Source: an optimization exercise on an open RTL-to-GDS flow (aim: small area, a short achievable clock period and few clock cycles per item). Production flows keep margins and buffers that such runs may drop. In this exercise RTL edits were held to simulation tests only and were not proved equivalent to the original. Power and IR drop assume default switching activity.

==> flow/design.v, too long to show whole: its modules and the start of the top module <==
// module conv_top: 4047 lines
module conv_top (
  input  logic clk,
  input  logic rst_n,
  input  logic [15:0] ifmap_dat,
  input  logic ifmap_vld,
  output logic ifmap_rdy,
  input  logic [15:0] weights_dat,
  input  logic weights_vld,
  output logic weights_rdy,
  output logic [31:0] ofmap_dat,
  output logic ofmap_vld,
  input  logic ofmap_rdy
);
  // ...
==> flow/flow/run.sh <==
#!/bin/bash
# Standard layout, with one netlist step between synthesis and floorplan:
# fa_polarity.py flips full-adder cells (FA(~a,~b,~c) = ~FA(a,b,c)) so that
# fewer inverters sit between them. Registers and other cells are untouched.
set -euo pipefail
WORK=$(pwd)
R=$WORK/orfs/results/$FLOW_PLATFORM/conv_top/base
bash standard.sh synth > $WORK/flow_synth.log 2>&1
cp $R/1_2_yosys.v $WORK/yosys_standard.v
python3 $WORK/flow/fa_polarity.py $WORK/yosys_standard.v $R/1_2_yosys.v > $WORK/fa_polarity.log 2>&1
rm -f $R/1_synth.odb $R/1_synth.sdc
bash standard.sh finish > $WORK/flow_layout.log 2>&1
==> flow/flow/fa_polarity.py <==
#!/usr/bin/env python3
"""Choose the polarity of each full-adder cell in a mapped netlist so that
fewer inverters are needed, and rewrite the netlist.

A full adder is self-dual: FA(~a, ~b, ~c) = (~sum, ~carry). Synthesis leaves
inverters between adder cells wherever it picked the wrong polarity; this
flips adders (greedy local search) to remove them. Registers and all other
cells are untouched; the function of the netlist is unchanged.

usage: fa_polarity.py IN.v OUT.v
"""
import re
import sys
from collections import defaultdict

src = open(sys.argv[1]).read()

FA_RE = re.compile(r'sky130_fd_sc_hd__fa_\d+$')
INV_RE = re.compile(r'sky130_fd_sc_hd__(inv|clkinv)_\d+$')

# split module body into cell instances and other statements
m = re.search(r'(module\s+\w+\s*\(.*?\);)(.*)(endmodule)', src, re.S)
head, body, tail = src[:m.start(2)], m.group(2), src[m.end(2):]

cell_re = re.compile(r'^\s*(sky130_fd_sc_hd__\w+)\s+(\S+)\s*\((.*?)\);\s*$', re.S | re.M)
pin_re = re.compile(r'\.(\w+)\s*\(\s*(.*?)\s*\)\s*(?:,|$)', re.S)

cells = []   # [type, name, {pin: net}, span]
for cm in cell_re.finditer(body):
    pins = dict((p, n.strip()) for p, n in pin_re.findall(cm.group(3)))
    cells.append([cm.group(1), cm.group(2), pins, cm.span()])

OUTPINS = {'X', 'Y', 'Q', 'Q_N', 'SUM', 'COUT', 'HI', 'LO'}

# nets referenced outside cell instances (assigns, ports) are fixed
rest = cell_re.sub('', body)
fixed_nets = set()
for st in re.findall(r'^\s*assign\s+(.*?);', rest, re.M | re.S):
    for tok in re.findall(r'\\\S+|[A-Za-z_][\w$]*(?:\s*\[\d+(?::\d+)?\])?', st):
        fixed_nets.add(tok.strip())
out_ports = set(re.findall(r'^\s*output\s+(?:\[[^\]]*\]\s*)?(\w+)\s*;', body, re.M))
def is_port_net(net):
    b = re.sub(r'\s*\[.*$', '', net.lstrip('\\').strip())
    return b in out_ports

driver = {}
loads = defaultdict(list)  # net -> [(cell index, pin)]
for i, (t, n, pins, sp) in enumerate(cells):
    for p, net in pins.items():
        if p in OUTPINS:
            driver[net] = (i, p)
        else:
            loads[net].append((i, p))

# collapse inverters: a net driven by an inverter whose input is a plain net
def is_inv(i):
    return INV_RE.match(cells[i][0]) is not None

def base(net):
    """(root net, polarity) for a net, following inverters"""
    pol = 0
    seen = 0
    while net in driver and is_inv(driver[net][0]) and seen < 8:
        net = cells[driver[net][0]][2]['A']
        pol ^= 1
        seen += 1
    return net, pol

fas = [i for i, c in enumerate(cells) if FA_RE.match(c[0])]
fa_set = set(fas)

# inverters we may remove: all inverter cells (they are recreated as needed)
# but keep inverters whose output net is fixed (assign/port) or drives
# something we cannot re-point (we re-point any cell input pin).
removable_inv = set()
for i, c in enumerate(cells):
    if is_inv(i):
        y = c[2]['Y']
        if y in fixed_nets or is_port_net(y):
            continue
        removable_inv.add(i)

# consumers: every non-removable-inverter input pin, expressed on the root
# consumer entries: (cell idx, pin, root, need_pol)
cons = []
for i, (t, n, pins, sp) in enumerate(cells):
    if i in removable_inv:
        continue
    for p, net in pins.items():
        if p in OUTPINS:
            continue
        if net.startswith("1'b") or net in fixed_nets and net not in driver:
            # constant or port-like
            pass
        r, pol = base(net) if net not in fixed_nets else (net, 0)
        # if the path goes through a non-removable inverter, base() stops? handle
        cons.append((i, p, net, r, pol))

# root -> list of consumer indices
by_root = defaultdict(list)
for k, (i, p, net, r, pol) in enumerate(cons):
    by_root[r].append(k)

flip = defaultdict(int)  # fa cell idx -> 0/1

def root_flip(r):
    d = driver.get(r)
    if d and d[0] in fa_set:
        return flip[d[0]]
    return 0

def need(k):
    i, p, net, r, pol = cons[k]
    f = flip[i] if (i in fa_set and p in ('A', 'B', 'CIN')) else 0
    return pol ^ root_flip(r) ^ f

def root_cost(r):
    return 1 if any(need(k) for k in by_root[r]) else 0

# roots touched by each FA: its input roots and its output roots
fa_roots = {}
for i in fas:
    rs = set()
    for p in ('A', 'B', 'CIN'):
        net = cells[i][2][p]
        rs.add(base(net)[0] if net not in fixed_nets else net)
    for p in ('SUM', 'COUT'):
        rs.add(cells[i][2][p])
    fa_roots[i] = rs

total = sum(root_cost(r) for r in by_root)
sys.stderr.write("inverters before: %d cells, modelled %d\n" % (len(removable_inv), total))
def flippable(i):
    return all(not (cells[i][2][p] in fixed_nets or is_port_net(cells[i][2][p])) for p in ('SUM', 'COUT'))

for it in range(20):
    changed = 0
    for i in fas:
        if not flippable(i):
            continue
        rs = fa_roots[i]
        before = sum(root_cost(r) for r in rs)
        flip[i] ^= 1
        after = sum(root_cost(r) for r in rs)
        if after < before:
            changed += 1
            total += after - before
        else:
            flip[i] ^= 1
    if not changed:
        break
sys.stderr.write("after flips: modelled %d inverters, %d adders flipped\n" % (total, sum(flip.values())))

# ---- rewrite
# physical net of a root: FA outputs keep their net names (carrying the
# flipped value if flipped); a root needing inversion gets one new inverter
def esc(net):
    return net + ' ' if net.startswith('\\') else net

new_cells = []
inv_of = {}
cnt = [0]
def inv_net(r):
    if r not in inv_of:
        cnt[0] += 1
        nn = 'fapol_n%d' % cnt[0]
        inv_of[r] = nn
        new_cells.append('  sky130_fd_sc_hd__inv_1 fapol_i%d (\n    .A(%s),\n    .Y(%s)\n  );\n' % (cnt[0], esc(phys_root(r)), nn))
    return inv_of[r]

# flipped adders drive renamed nets (they carry the complement)
ren = {}
for i in fas:
    if flip[i]:
        for p in ('SUM', 'COUT'):
            cnt[0] += 1
            ren[cells[i][2][p]] = 'fapol_p%d' % cnt[0]

def phys_root(r):
    return ren.get(r, r)

newpins = defaultdict(dict)
for i in fas:
    if flip[i]:
        for p in ('SUM', 'COUT'):
            newpins[i][p] = ren[cells[i][2][p]]
for k, (i, p, net, r, pol) in enumerate(cons):
    nd = need(k)
    phys = inv_net(r) if nd else phys_root(r)
    if phys != net:
        newpins[i][p] = phys

out = []
pos = 0
wires = []
for i, (t, n, pins, sp) in enumerate(cells):
    out.append(body[pos:sp[0]])
    pos = sp[1]
    if i in removable_inv:
        continue
    pp = dict(pins)
    pp.update(newpins.get(i, {}))
    text = '  %s %s (\n%s\n  );' % (t, n, ',\n'.join('    .%s(%s)' % (a, esc(b)) for a, b in pp.items()))
    out.append(text)
out.append(body[pos:])
decl = ''.join('  wire %s;\n' % v for v in list(inv_of.values()) + list(ren.values()))
res = head + '\n' + decl + ''.join(out) + ''.join(new_cells) + tail
open(sys.argv[2], 'w').write(res)
sys.stderr.write("inverters after: %d\n" % len(inv_of))
==> flow/standard.sh <==
#!/bin/bash
# synth_recipe.tcl (not shown) runs the flow's synth.tcl, then flattens the netlist and writes it again
# the make line also repeats each setting of config.mk as NAME=value (left out here)
make -C /OpenROAD-flow-scripts/flow DESIGN_CONFIG=/design/flow/config.mk WORK_HOME=/design/flow/orfs CLKGATE_MAP_FILE= SYNTH_SCRIPT=/design/flow/synth_recipe.tcl "${@:-finish}"
==> flow/config.mk <==
export PLATFORM = sky130hd
export DESIGN_NAME = conv_top
export DESIGN_NICKNAME = conv_top
export VERILOG_FILES = /design/flow/design.v
export SDC_FILE = /design/flow/constraint.sdc
export NUM_CORES = 4
export LEC_CHECK = 0
export ABC_CLOCK_PERIOD_IN_PS = 2500
export CAP_MARGIN = 20
export CORE_MARGIN = 2
export CORE_UTILIZATION = 55
export SETUP_SLACK_MARGIN = 5
export SLEW_MARGIN = 20
==> flow/constraint.sdc <==
create_clock -name core_clock -period 8.0 [get_ports {clk}]
set_input_delay 1.6000 -clock core_clock [delete_from_list [all_inputs] [get_ports {clk}]]
set_output_delay 1.6000 -clock core_clock [all_outputs]
set_load 0.01 [all_outputs]
==> reports/metrics.cfg, run 1 <==
[sta]
setup_viol = 0

[clock_network]
cts_buffer_depth = 3
clock_latency_ns = 0.72
cts_setup_buffers = 197
cts_tree = built

[layout]
multi_input_area_mm2 = 0.0276
largestRegisters = st1 (216), st2 (63)
final_util = 0.639
regMostFlops = st1
buffer_area_frac = 0.0623
final_cell_area_mm2 = 0.0650
inverters_excl_clock = 309
clock_buffers = 149
final_nets = 5403

[setup_path]
cp_slowest_cell = dfrtp_1
r2r_start = wr0_0[13]
rr_worst_depth = 7

[detailed_routing]
dr_total_vias = 36100
dr.pass1.iters = 7
route.met2.wl_um = 74300
drtAntennaViolNets = 0
wire_per_inst_um = 28.7

[grt]
grt_pass1_vias = 36900
grt.total_usage = 0.342
antenna_found_initial = 6

[hold_path]
hold_path_class = flip-flop to flip-flop
min_from = wr1_2[6]
min_to = wr1_1[6]

[outcome]
status = finished clean

[pwr]
seq_power_mw = 9.03
p_int_mw = 16.2

Testbench counts, summed over its fixed seeds: cycles 4,288, jobs 128.
==> run 2: changes to the inputs <==
--- a/flow/design.v
+++ b/flow/design.v
@@ -37,20 +37,19 @@
     e[19] = (y[13] & ~y[12] & ~y[11]) | (~y[13] & y[12] & y[11]);
     e[20] = y[13];
     e[21] = y[14] ^ y[13];
     e[22] = (y[15] & ~y[14] & ~y[13]) | (~y[15] & y[14] & y[13]);
     e[23] = y[15];
     e[24] = y[15];    booth_enc = e;
   endfunction
   logic [1:0] ph;   
-  logic [1:0] ph_nx;
   always_ff @(posedge clk or negedge rst_n) begin
     if (!rst_n) ph <= 2'd0;
-    else ph <= ph_nx;
+    else ph <= ph + 2'd1;
   end
   logic [15:0] x_in;
   logic x_in_v;
   logic [15:0] a0, a1, a2, a3;   
   logic [2:0] a_n;
   logic [24:0] h0, h1, h2, h3;   
   logic hv;
   logic [1:0] lp_oc;   
@@ -1988,18 +1987,17 @@
   assign hfree = !hv || (go && lp_oc == 2'd3);
   assign hload = pix_avail && hfree;
   assign x_moved = x_in_v && (hload || a_n != 3'd4);
   assign q_nx = a_n + {2'b00, x_in_v} + {2'b00, ifmap_rdy} - (hload ? 3'd4 : 3'd0);
   assign ins = w_in_v && !sfull && (ph == n_ins[1:0]);
   assign xfer = sfull && !sdone[ph] && (!wval[ph] || (go && lp_pix == 3'd7));
   assign n_ins_nx = (xfer && ((sdone | (4'b0001 << ph)) == 4'hf)) ? 5'd0 : n_ins + {4'b0000, ins};
   assign w_busy_nx = weights_rdy || (w_in_v && !ins);
-  assign ins_nx = !n_ins_nx[4] && (n_ins_nx[1:0] == ph_nx);
-  assign ph_nx = (n_ins == 5'd0 && wval == 4'd0 && !w_in_v) ? 2'd0 : ph + 2'd1;
+  assign ins_nx = !n_ins_nx[4] && (n_ins_nx[1:0] == ph + 2'd1);
   assign pop = ofmap_vld && ofmap_rdy;
   assign o_free = !ofmap_vld || ofmap_rdy;
   assign push = v2;
   logic [2:0] cred_h, cred_r;
   logic [1:0] rp_h, rp_r, wp_h, wp_r, qn_h, qn_r;
   logic ov_h, ov_r;
   logic [1:0] rp_inc, wp_inc;
   assign rp_inc = (q_rp == 2'd2) ? 2'd0 : q_rp + 2'd1;
==> flow/flow/run.sh (replaced) <==
#!/bin/bash
# Standard layout with two changes:
#  - one netlist step between synthesis and floorplan: fa_polarity.py flips
#    full-adder cells (FA(~a,~b,~c) = ~FA(a,b,c)) so that fewer inverters sit
#    between them; registers and other cells are untouched;
#  - repair_timing aims for a setup slack margin of MARGIN ns (the clock and
#    all constraints stay the design's).
set -euo pipefail
MARGIN=5.25
WORK=$(pwd)
R=$WORK/orfs/results/$FLOW_PLATFORM/conv_top/base
sed "s/SETUP_SLACK_MARGIN=[0-9.]*/SETUP_SLACK_MARGIN=$MARGIN/" standard.sh > $WORK/flow_standard_margin.sh
grep -q "SETUP_SLACK_MARGIN=$MARGIN" $WORK/flow_standard_margin.sh
bash $WORK/flow_standard_margin.sh synth > $WORK/flow_synth.log 2>&1
cp $R/1_2_yosys.v $WORK/yosys_standard.v
python3 $WORK/flow/fa_polarity.py $WORK/yosys_standard.v $R/1_2_yosys.v > $WORK/fa_polarity.log 2>&1
rm -f $R/1_synth.odb $R/1_synth.sdc
bash $WORK/flow_standard_margin.sh finish > $WORK/flow_layout.log 2>&1
==> reports/metrics.cfg, run 2 <==
[layout]
final_cell_area_mm2 = 0.0680  ; +4.7%
syn_to_final_growth_pct = 20.6
final_util = 0.669  ; +0.0301
final_common_cell = dfxtp_1
final_nets = 5461  ; +1.1%
largest_register_ffs = 216
multi_input_area_mm2 = 0.0294  ; +6.8%
regArea_mm2 = 0.0265
fillerInstances = 7533
final_cell_mix = dfxtp_1 (765), fa_1 (425), nand2_1 (389), xnor2_1 (372), a22oi_1 (330)
largestRegisters = st1 (216), st2 (63)
drive_above_1_share = 0.248
antenna_cells = 0
regMostFlops = st1

[sta]
hold_viol_final = 0
finClkSkew_ns = 0.0491
max_slew_margin = 0.405
fin_setup_tns_ns = 0
fin_crit_sh = 0.375
finalCriticalPeriod_ns = 3.00
fmax_mhz = 333
drv_slew = 0
rsz0062_at_grt = yes
worstMarginPinSlew_ns = 0.886
whs_ns = 0.313
setup_viol = 0  ; unchanged

[yosys]
avgSynthCellArea_um2 = 12.4
synthCells = 4563
synthesis.nets = 5279
synth_area_mm2 = 0.0564
yosys_warnings = 1

[placed_design]
place_congestion = 1.01
port_buffers = 71
postPlaceCellArea_mm2 = 0.0582
hpwlAfterDp_um = 116000

[flow_run]
max_cap_viol_count = 0

[clock_network]
clock_latency_ns = 0.73  ; about the same
cts_buffers = 112
htreeDepth = 3
cts_sinks = 1151
cts_hold_buf = 0
path_clk_slew_ns = 0.06
cts-root-buf = clkbuf_16
cts_buffer_depth = 3  ; unchanged
cts_tree = built

[grt]
met1_usage = 0.437
grt_max_degree = 67
met3_usage = 0.120
grt_pass1_wl_um = 254000
grt.total_usage = 0.338  ; -0.00421
antenna_found_initial = 4  ; -2
busiest_layer = met2
overflow = 0
grt_pass1_vias = 37500  ; +1.6%
grtUsageMet2 = 0.502

[setup_path]
critical_path_peak_fanout = 2
crit_type = flip-flop to primary output
crit_start = weights_rdy
r2r_start = h1[7]
critPathCaptureType = primary output
worst_setup_path_start_kind = flip-flop
critical_path_required_ns = 6.40
cp.arrival_ns = 1.40

[floorplanning]
rows = 117
num_io_pins = 72
start_util = 0.555
core-area_mm2 = 0.102
dieWidth_um = 324
die_h_um = 324
design.die.area_mm2 = 0.105

[detailed_routing]
drt_wl_total_um = 177000
drc = 0
dr_total_vias = 36500  ; +1.1%
dr.pass1.iters = 6  ; -1
viasPerCell = 5.88
wire_per_inst_um = 28.5  ; -0.89%
drt-initial-drc-count = 4473
drtAntennaViolNets = 0  ; unchanged

[hold_path]
hold_path_class = flip-flop to flip-flop
min_from = wr0_2[3]

[pwr]
power_leakage_nw = 25.9
power_density_mw_per_mm2 = 374
ir_worst_vdd_mv = 0.272

[outcome]
status = finished clean

run 2: per-stage QoR:
step | std cells | power, mW | worst slack (ns)
2_1_floorplan | 4563 | 15.8 | 2.82
6_report | 6211 | 25.5 | 5.00
5_1_grt | 6211 | 27.4 | 4.96
3_3_place_gp | 5714 | 19.3 | 4.46
4_1_cts | 6161 | 25.1 | 4.95
3_5_place_dp | 5714 | 19.6 | 4.36
run 2: area by class of cell:
| type | count | share of cell area |
|---|---|---|
| Multi-Input combinational cell | 2724 | 0.433 |
| Sequential cell | 1151 | 0.390 |
| Timing Repair Buffer | 449 | 0.0782 |
| Clock buffer | 168 | 0.0484 |
| Tap cell | 1368 | 0.0252 |
| Inverter | 307 | 0.0187 |
| Clock inverter | 44 | 0.00679 |
run 2: worst max-delay path, cell delays in order (launching register included):
cell     delay [ns]
dfrtp_2        0.42
buf_12         0.14
buf_6          0.11
run 2: what timing repair did:
item                                    4_1_cts  5_1_grt
endpoints found under the hold margin         0        0
endpoints found under the setup margin      484      301
gates cloned                                  8        4
setup buffers                               227       46
pin swaps                                   102      214
resized for setup                           428      408
run 2: where the power goes:
part	total (mW)	internal, mW	leakage, nW	switching (mW)
registers	8.88	8.10	9.97	0.784
logic	11.3	5.04	14.1	6.29
clock network	5.26	3.00	1.85	2.26
run 2: routing by layer:
metal	share of wire	vias up
met5	0.00024	-
met4	0.061	6
met3	0.13	703
met2	0.43	2357
met1	0.39	18100
li1	-	15400
run 2: final timing paths:
check,end,slack (ns),depth (start not counted)
min reg2reg,wr0_1[3],0.31,0
max reg2reg,st1[88],5.08,9
max,weights_rdy,5.00,2
min in group asynchronous,q_rp[0],0.96,2
max in group asynchronous,weights_rdy,6.50,2
min,wr0_1[3],0.31,0
Testbench counts of run 2, summed over its fixed seeds: cycles 4,304, jobs 128.

-- port drivers added, routing unchanged --
In the flow no input, the clock included, has a driving cell. The finished layouts below were timed again as built, in two steps.
Step 1: set_driving_cell puts a clkbuf_16 on clk and a buf_2 on each other input, an assumption about the parent block.
Step 2 also shifts input and output timing later by t, the mid clock arrival at the registers, as if the neighbouring blocks saw the same clock.
Three values: ideal, step 1, step 2; two values: the first two.
run | t (ns) | setup slack, ns | clock arrival spread, ns | worst data-port slew with drivers (ns)
run 1 | 0.769 | 4.937 / 4.869 / 4.491 | 0.035 / 0.034 | 0.08
run 2 | 0.786 | 5.000 / 4.922 / 4.630 | 0.050 / 0.050 | 0.05
After both steps every run listed still meets setup and hold. For run 1, which loses most, drivers alone change the setup slack by -0.068 ns; drivers and shift together by -0.446 ns.
